What follows belongs to an exercise in optimizing a design on an open flow for small area, a short achievable clock period and few clock cycles per item; a production flow would make more cautious choices. Function was checked by simulation only, so behaviour that the tests miss may differ from the original. No activity file was given, so power comes from the tool's default toggle rates.

$ cat flow/design.v
`timescale 1ns / 1ps
package lrf_pkg;
  localparam int unsigned MAX_LEN_DEF = 64;
  localparam int unsigned DATA_W = 32;
  typedef struct packed {
    logic signed [DATA_W-1:0] element;
    logic                     final_element;
  } in_item_t;
  typedef struct packed {
    logic signed [DATA_W-1:0] rotated_element;
    logic                     final_result;
    logic                     overflowed;
  } out_item_t;
  typedef enum logic [2:0] {
    ST_IDLE,
    ST_SETUP,
    ST_CMP_RD,
    ST_CMP_EV,
    ST_OUT_INIT,
    ST_OUT_RD,
    ST_OUT_EMIT
  } state_e;
  typedef struct packed {
    logic load;        
    logic setup;       
    logic take_best;   
    logic next_off;    
    logic next_k;      
    logic out_init;    
    logic rd;          
    logic emit;        
    logic clear;       
  } cmd_t;
  typedef struct packed {
    logic n_one;      
    logic lt;         
    logic gt;         
    logic k_last;     
    logic off_last;   
  } sts_t;
endpackage
`timescale 1ns / 1ps
module lrf_ctrl (
  input  logic            clk_i,
  input  logic            rst_ni,
  input  logic            start,
  input  logic            final_i,
  input  lrf_pkg::sts_t   sts_i,
  output lrf_pkg::cmd_t   cmd_o,
  output logic            busy
);
  lrf_pkg::state_e state_q, state_d;
  always_ff @(posedge clk_i or negedge rst_ni) begin
    if (!rst_ni) begin
      state_q <= lrf_pkg::ST_IDLE;
    end else begin
      state_q <= state_d;
    end
  end
  always_comb begin
    state_d = state_q;
    case (state_q)
      lrf_pkg::ST_IDLE: begin
        if (start && final_i) state_d = lrf_pkg::ST_SETUP;
      end
      lrf_pkg::ST_SETUP: begin
        state_d = sts_i.n_one ? lrf_pkg::ST_OUT_INIT : lrf_pkg::ST_CMP_RD;
      end
      lrf_pkg::ST_CMP_RD: begin
        state_d = lrf_pkg::ST_CMP_EV;
      end
      lrf_pkg::ST_CMP_EV: begin
        if (sts_i.lt || sts_i.gt || sts_i.k_last) begin
          state_d = sts_i.off_last ? lrf_pkg::ST_OUT_INIT : lrf_pkg::ST_CMP_RD;
        end else begin
          state_d = lrf_pkg::ST_CMP_RD;
        end
      end
      lrf_pkg::ST_OUT_INIT: begin
        state_d = lrf_pkg::ST_OUT_RD;
      end
      lrf_pkg::ST_OUT_RD: begin
        state_d = lrf_pkg::ST_OUT_EMIT;
      end
      lrf_pkg::ST_OUT_EMIT: begin
        state_d = sts_i.k_last ? lrf_pkg::ST_IDLE : lrf_pkg::ST_OUT_RD;
      end
      default: begin
        state_d = lrf_pkg::ST_IDLE;
      end
    endcase
  end
  always_comb begin
    cmd_o = '0;
    busy  = 1'b1;
    case (state_q)
      lrf_pkg::ST_IDLE: begin
        busy       = 1'b0;
        cmd_o.load = start;
      end
      lrf_pkg::ST_SETUP: begin
        cmd_o.setup = 1'b1;
      end
      lrf_pkg::ST_CMP_RD: begin
        cmd_o.rd = 1'b1;
      end
      lrf_pkg::ST_CMP_EV: begin
        cmd_o.take_best = sts_i.lt;
        cmd_o.next_off  = sts_i.lt || sts_i.gt || sts_i.k_last;
        cmd_o.next_k    = !(sts_i.lt || sts_i.gt || sts_i.k_last);
      end
      lrf_pkg::ST_OUT_INIT: begin
        cmd_o.out_init = 1'b1;
      end
      lrf_pkg::ST_OUT_RD: begin
        cmd_o.rd = 1'b1;
      end
      lrf_pkg::ST_OUT_EMIT: begin
        cmd_o.emit   = 1'b1;
        cmd_o.next_k = 1'b1;
        cmd_o.clear  = sts_i.k_last;
      end
      default: begin
        cmd_o = '0;
      end
    endcase
  end
endmodule
`timescale 1ns / 1ps
module lrf_datapath #(
  parameter int unsigned MaxLen = lrf_pkg::MAX_LEN_DEF
) (
  input  logic               clk_i,
  input  logic               rst_ni,
  input  lrf_pkg::in_item_t  in_item_i,
  input  lrf_pkg::cmd_t      cmd_i,
  output lrf_pkg::sts_t      sts_o,
  output lrf_pkg::out_item_t out_item_o,
  output logic               out_strobe_o
);
  localparam int unsigned AW = (MaxLen > 1) ? $clog2(MaxLen) : 1;
  localparam int unsigned CW = $clog2(MaxLen + 1);
  logic [lrf_pkg::DATA_W-1:0] mem_q [MaxLen];
  logic [lrf_pkg::DATA_W-1:0] rd_a_q, rd_b_q;
  logic [CW-1:0] count_q, count_d;
  logic          drop_q, drop_d;
  logic [CW-1:0] k_q, k_d;
  logic [AW-1:0] off_q, off_d;
  logic [AW-1:0] best_q, best_d;
  logic [AW-1:0] pa_q, pa_d;
  logic [AW-1:0] pb_q, pb_d;
  logic          full;
  logic [CW-1:0] pa_inc, pb_inc, off_inc;
  logic [AW-1:0] pa_wrap, pb_wrap;
  assign full = (count_q == CW'(MaxLen));
  assign pa_inc  = CW'(pa_q) + CW'(1);
  assign pb_inc  = CW'(pb_q) + CW'(1);
  assign off_inc = CW'(off_q) + CW'(1);
  assign pa_wrap = (pa_inc == count_q) ? '0 : pa_inc[AW-1:0];
  assign pb_wrap = (pb_inc == count_q) ? '0 : pb_inc[AW-1:0];
  assign sts_o.n_one    = (count_q == CW'(1));
  assign sts_o.lt       = $signed(rd_a_q) < $signed(rd_b_q);
  assign sts_o.gt       = $signed(rd_a_q) > $signed(rd_b_q);
  assign sts_o.k_last   = ((k_q + CW'(1)) == count_q);
  assign sts_o.off_last = (off_inc == count_q);
  always_ff @(posedge clk_i) begin
    if (cmd_i.load && !full) begin
      mem_q[count_q[AW-1:0]] <= in_item_i.element;
    end
    if (cmd_i.rd) begin
      rd_a_q <= mem_q[pa_q];
      rd_b_q <= mem_q[pb_q];
    end
  end
  always_comb begin
    count_d = count_q;
    drop_d  = drop_q;
    k_d     = k_q;
    off_d   = off_q;
    best_d  = best_q;
    pa_d    = pa_q;
    pb_d    = pb_q;
    if (cmd_i.load) begin
      if (full) begin
        drop_d = 1'b1;
      end else begin
        count_d = count_q + CW'(1);
      end
    end
    if (cmd_i.setup) begin
      best_d = '0;
      off_d  = AW'(1);
      pa_d   = AW'(1);
      pb_d   = '0;
      k_d    = '0;
    end
    if (cmd_i.next_k) begin
      k_d  = k_q + CW'(1);
      pa_d = pa_wrap;
      pb_d = pb_wrap;
    end
    if (cmd_i.take_best) begin
      best_d = off_q;
    end
    if (cmd_i.next_off) begin
      off_d = off_inc[AW-1:0];
      pa_d  = off_inc[AW-1:0];
      pb_d  = cmd_i.take_best ? off_q : best_q;
      k_d   = '0;
    end
    if (cmd_i.out_init) begin
      pa_d = best_q;
      pb_d = best_q;
      k_d  = '0;
    end
    if (cmd_i.clear) begin
      count_d = '0;
      drop_d  = 1'b0;
    end
  end
  always_ff @(posedge clk_i or negedge rst_ni) begin
    if (!rst_ni) begin
      count_q <= '0;
      drop_q  <= 1'b0;
    end else begin
      count_q <= count_d;
      drop_q  <= drop_d;
    end
  end
  always_ff @(posedge clk_i) begin
    k_q    <= k_d;
    off_q  <= off_d;
    best_q <= best_d;
    pa_q   <= pa_d;
    pb_q   <= pb_d;
  end
  assign out_strobe_o               = cmd_i.emit;
  assign out_item_o.rotated_element = rd_a_q;
  assign out_item_o.final_result    = sts_o.k_last;
  assign out_item_o.overflowed      = drop_q;
endmodule
`timescale 1ns / 1ps
module least_rotation_finder #(
  parameter int unsigned MaxLen = lrf_pkg::MAX_LEN_DEF
) (
  input  logic               clk_i,
  input  logic               rst_ni,
  input  logic               start,
  output logic               busy,
  input  lrf_pkg::in_item_t  in_item_i,
  output lrf_pkg::out_item_t out_item_o,
  output logic               out_strobe_o
);
  lrf_pkg::cmd_t cmd;
  lrf_pkg::sts_t sts;
  lrf_ctrl u_ctrl (
    .clk_i   (clk_i),
    .rst_ni  (rst_ni),
    .start   (start),
    .final_i (in_item_i.final_element),
    .sts_i   (sts),
    .cmd_o   (cmd),
    .busy    (busy)
  );
  lrf_datapath #(
    .MaxLen (MaxLen)
  ) u_datapath (
    .clk_i        (clk_i),
    .rst_ni       (rst_ni),
    .in_item_i    (in_item_i),
    .cmd_i        (cmd),
    .sts_o        (sts),
    .out_item_o   (out_item_o),
    .out_strobe_o (out_strobe_o)
  );
endmodule
$ cat flow/run.sh
#!/bin/bash
# synth_recipe.tcl (not shown) runs the flow's synth.tcl, then flattens the netlist and writes it again
# the make line also repeats each setting of config.mk as NAME=value (left out here)
make -C /OpenROAD-flow-scripts/flow DESIGN_CONFIG=/design/flow/config.mk WORK_HOME=/design/flow/orfs CLKGATE_MAP_FILE= SYNTH_SCRIPT=/design/flow/synth_recipe.tcl finish
$ cat flow/config.mk
export PLATFORM = sky130hd
export DESIGN_NAME = least_rotation_finder
export DESIGN_NICKNAME = least_rotation_finder
export VERILOG_FILES = /design/flow/design.v
export SDC_FILE = /design/flow/constraint.sdc
export NUM_CORES = 4
export LEC_CHECK = 0
export CAP_MARGIN = 20
export CORE_MARGIN = 2
export CORE_UTILIZATION = 40
export SLEW_MARGIN = 20
$ cat flow/constraint.sdc
create_clock -name core_clock -period 8.0 [get_ports {clk_i}]
set_input_delay 1.6000 -clock core_clock [delete_from_list [all_inputs] [get_ports {clk_i}]]
set_output_delay 1.6000 -clock core_clock [all_outputs]
set_load 0.01 [all_outputs]
==> impl_metrics.py <==
metrics = {
    "run_status": {
        "status": "finished clean",
    },
    "floorplan": {
        "fp.dieW_um": 501,
        "ioPinCount": 72,
        "core_region_area_mm2": 0.246,
        "initial_utilization": 0.402,
        "dieArea_mm2": 0.251,
        "rows": 182,
        "die_h_um": 501,
    },
    "yosys": {
        "yosysWarnings": 2,
        "synthesis.area_mm2": 0.0989,
        "ys_top_cells_by_area": "edfxtp_1 65%, mux4_2 31%, clkbuf_1 0.72%",
        "synth_largest_area_cell": "edfxtp_1",
        "ys.flop_type": "edfxtp_1",
        "netlist_instances": 4262,
        "synth_edf_count": 2136,
        "yosysTopAreaCellShare": 0.648,
        "yosys-top-cells-count": "2136 x edfxtp_1, 1344 x mux4_2, 191 x clkbuf_1",
        "ys_seq_elements": 2154,
        "synth.distinct_cells": 60,
        "synthArstFlopShare": 0.00511,
        "synth_fp_nets": 4338,
        "synth_area_per_cell_um2": 23.2,
        "synth_most_common_cell": "edfxtp_1",
        "synth.yosys.seq_area_share": 0.653,
    },
    "detailed_routing": {
        "wl_per_cell_um": 37.8,
        "vias": 51200,
        "detail_route.vias_per_cell": 6.55,
        "drtAntennaViolNets": 0,
        "firstDrtPassIters": 7,
        "drc": 0,
        "routed_wl_um": 296000,
        "drt_iter0_drc": 6971,
    },
    "final_layout": {
        "final_nets": 4462,
        "nFillCells": 20300,
        "regArea_mm2": 0.0646,
        "multi_input_area_mm2": 0.0333,
        "area_growth_pct": 13.0,
        "drive_gt1_frac": 0.428,
    },
    "sta": {
        "fin_crit_ps": 5070,
        "tightest_slew_ps": 1120,
        "rsz0062_at_grt": "no",
        "setup_viol": 0,
        "fmax_ghz": 0.197,
        "fin_ws_ps": 2930,
        "slew_violations": 0,
        "finalSetupTns_ps": 0,
        "report.final.hold_viol_count": 0,
        "finalCritPeriodShare": 0.634,
        "relSlewSlack": 0.250,
        "hold-worst-slack_ps": 517,
        "fin_skew_ps": 45.5,
    },
    "setup_path": {
        "reg2reg_slack_ps": 2960,
        "r2r_cells": 7,
        "path_max_fanout": 15,
        "end_kind": "primary output",
        "crit_required_ps": 6400,
        "crit_arrival_ps": 3470,
        "startpoint_type": "register",
        "r2r_end": "u_datapath.mem_q[7][0]$_DFFE_PP_",
        "critical_path_class": "reg2out",
        "r2r-start": "u_datapath.count_q[5]$_DFFE_PN0P_",
    },
    "global_routing": {
        "grt_max_degree": 98,
        "gr-usage-all-layers": 0.236,
        "antenna_found_initial": 35,
        "grt_pass1_wl_um": 413000,
        "grt-ovfl-total": 0,
        "first_global_vias": 51700,
    },
    "clock_tree": {
        "clkLatencyLatePin_ps": 880,
        "clk_pin_slew_worst_paths_ps": 60,
        "cts.repair.resized": 0,
        "cts_buffer_depth": 3,
        "cts_buffers": 222,
        "cts_tree": "done",
        "post-cts-setup-buffer-count": 0,
        "hold_buffers": 0,
        "cts_sinks": 2154,
        "cts_root_buffer": "clkbuf_16",
        "htree_levels": 4,
    },
    "place": {
        "dp_slack_ps": 2510,
        "port_buffers": 71,
        "hpwl_um": 178000,
        "routabilityCongestion": 0.836,
    },
    "power": {
        "ir_worst_vdd_v": 0.000339,
        "p_total_uw": 41000,
        "p_leak_uw": 0.0340,
        "pwr_density_cell_mw_per_mm2": 367,
    },
    "run": {
        "cap_viol_max_count": 0,
    },
    "worst_hold_path": {
        "hp-start": "u_datapath.k_q[6]$_SDFFE_PP0P_",
        "hold_path.class": "reg2reg",
        "min_path_cells": 1,
        "hold_end": "u_datapath.k_q[6]$_SDFFE_PP0P_",
    },
}
[power by group]
part           switching, uW  leakage, uW  total [uW]  internal [uW]
sequential               392       0.0194       13400          13000
combinational           9240       0.0109       16800           7580
clock                   4600      0.00369       10800           6210
total                  14200       0.0340       41000          26800
[layout by cell type, fill, tap and decap left out, types with 4 or more instances in the layout]
master	Yosys	layout
clkinvlp_4	0	12
inv_16	0	5
buf_12	0	24
o21ai_0	16	15
clkinv_2	0	55
edfxtp_1	2136	2136
clkbuf_16	0	224
nor2_4	0	60
xor2_1	21	21
clkinv_4	0	4
dfxtp_1	7	7
o221ai_1	6	6
dfrtp_1	11	11
ha_1	40	40
clkinv_1	1	54
clkbuf_1	191	23
or3_1	7	7
nand4_1	6	6
a31oi_1	4	4
a21oi_1	15	15
mux4_2	1344	1344
nor2b_1	4	4
inv_1	46	46
nor2_1	94	34
bufinv_16	0	33
nor3_1	11	9
buf_2	92	30
nand3_1	29	28
a221o_1	8	8
buf_4	4	137
and2_1	8	8
clkdlybuf4s50_1	0	39
xnor2_1	22	22
diode_2	0	11
mux2i_1	4	4
and3_1	7	6
nand2_1	33	33
[worst max path at each step]
stage                                      startpoint                                 end  slack, ps  depth (start not counted)
floorplan               u_ctrl.state_q[0]$_DFFE_PN0P_      u_datapath.rd_a_q[0]$_DFFE_PP_       2100                          4
global placement                                start  u_datapath.mem_q[34][12]$_DFFE_PP_       2420                          6
detailed placement                              start   u_datapath.mem_q[10][7]$_DFFE_PP_       2510                          6
CTS                 u_datapath.count_q[2]$_DFFE_PN0P_                       out_item_o[1]       2940                          6
global route        u_datapath.count_q[2]$_DFFE_PN0P_                       out_item_o[1]       2740                          6
finish              u_datapath.count_q[2]$_DFFE_PN0P_                       out_item_o[1]       2930                          6
[worst max-delay path, stage by stage, from the launching register on]
cell	delay, ps
dfrtp_1	750
clkinv_1	460
o21ai_0	280
o221a_2	220
o211ai_2	200
inv_1	140
clkdlybuf4s50_1	550
[flip-flops by register name, indices dropped and copies added, names as in the netlist]
register,count
u_datapath.mem_q,2048
u_datapath.rd_a_q,32
u_datapath.rd_b_q,32
u_datapath.count_q,7
u_datapath.k_q,7
u_datapath.best_q,6
u_datapath.off_q,6
u_datapath.pa_q,6
u_datapath.pb_q,6
u_ctrl.state_q,3
u_datapath.drop_q,1
[through the flow]
stage               instance area (um^2)   util  std cells
detailed placement                104000  0.424       7382
floorplan                          98900      -       4262
global placement                  104000  0.423       7377
finish                            112000  0.455       7812
global route                      112000  0.454       7805
CTS                               112000  0.454       7801
[layout make-up]
type                       instances  area share
antenna                           11    0.000246
multi-input combinational       1728       0.298
tap                             3220      0.0360
sequential                      2154       0.578
clock buffer                     247      0.0509
timing repair buffer             233      0.0191
clock inverter                   172      0.0167
inverter                          47     0.00158
[metal layers]
layer,GRT usage,part of all wire
met1,0.343,0.41
met3,0.0574,0.10
met4,0.0497,0.020
met5,0,0.00018
met2,0.363,0.47
[kinds of logic (layout without fill, tap and decap cells)]
| kind of cell | after synthesis | count (layout) | share of synthesized area |
|---|---|---|---|
| buffers and inverters | 380 | 699 | 0.0160 |
| AO/OA/AOI/OAI | 76 | 76 | 0.00555 |
| adder cells (fa/ha/maj) | 40 | 40 | 0.00506 |
| other | 0 | 11 | 0 |
| flip-flops | 2154 | 2154 | 0.653 |
| AND/OR/NAND/NOR | 220 | 220 | 0.0105 |
| multiplexers | 1349 | 1349 | 0.306 |
| XOR/XNOR | 43 | 43 | 0.00381 |
Testbench counts, summed over its fixed seeds: cycles 74,393, elements 6,599.

## port drivers added, routing unchanged
In the flow no input, the clock included, has a driving cell. The finished layout below was timed again as built, in two steps. Step 1, drivers: a clkbuf_16 drives clk_i and a buf_2 each remaining input, both assumed. Step 2, shift: input delay + t, output delay - t, t = (earliest + latest rising clock arrival at the registers) / 2. This alone moves slack from input paths to output paths. Slacks: no drivers / after step 1 / after step 2; pairs: no drivers / after step 1.
t (ns): 0.954
setup slack, ns: 2.925 / 2.832 / 2.403
worst slew at a driven data input, ns: 0.16
After both steps this run still meets setup and hold. For this run, drivers alone change the setup slack by -0.093 ns; drivers and shift together by -0.522 ns.
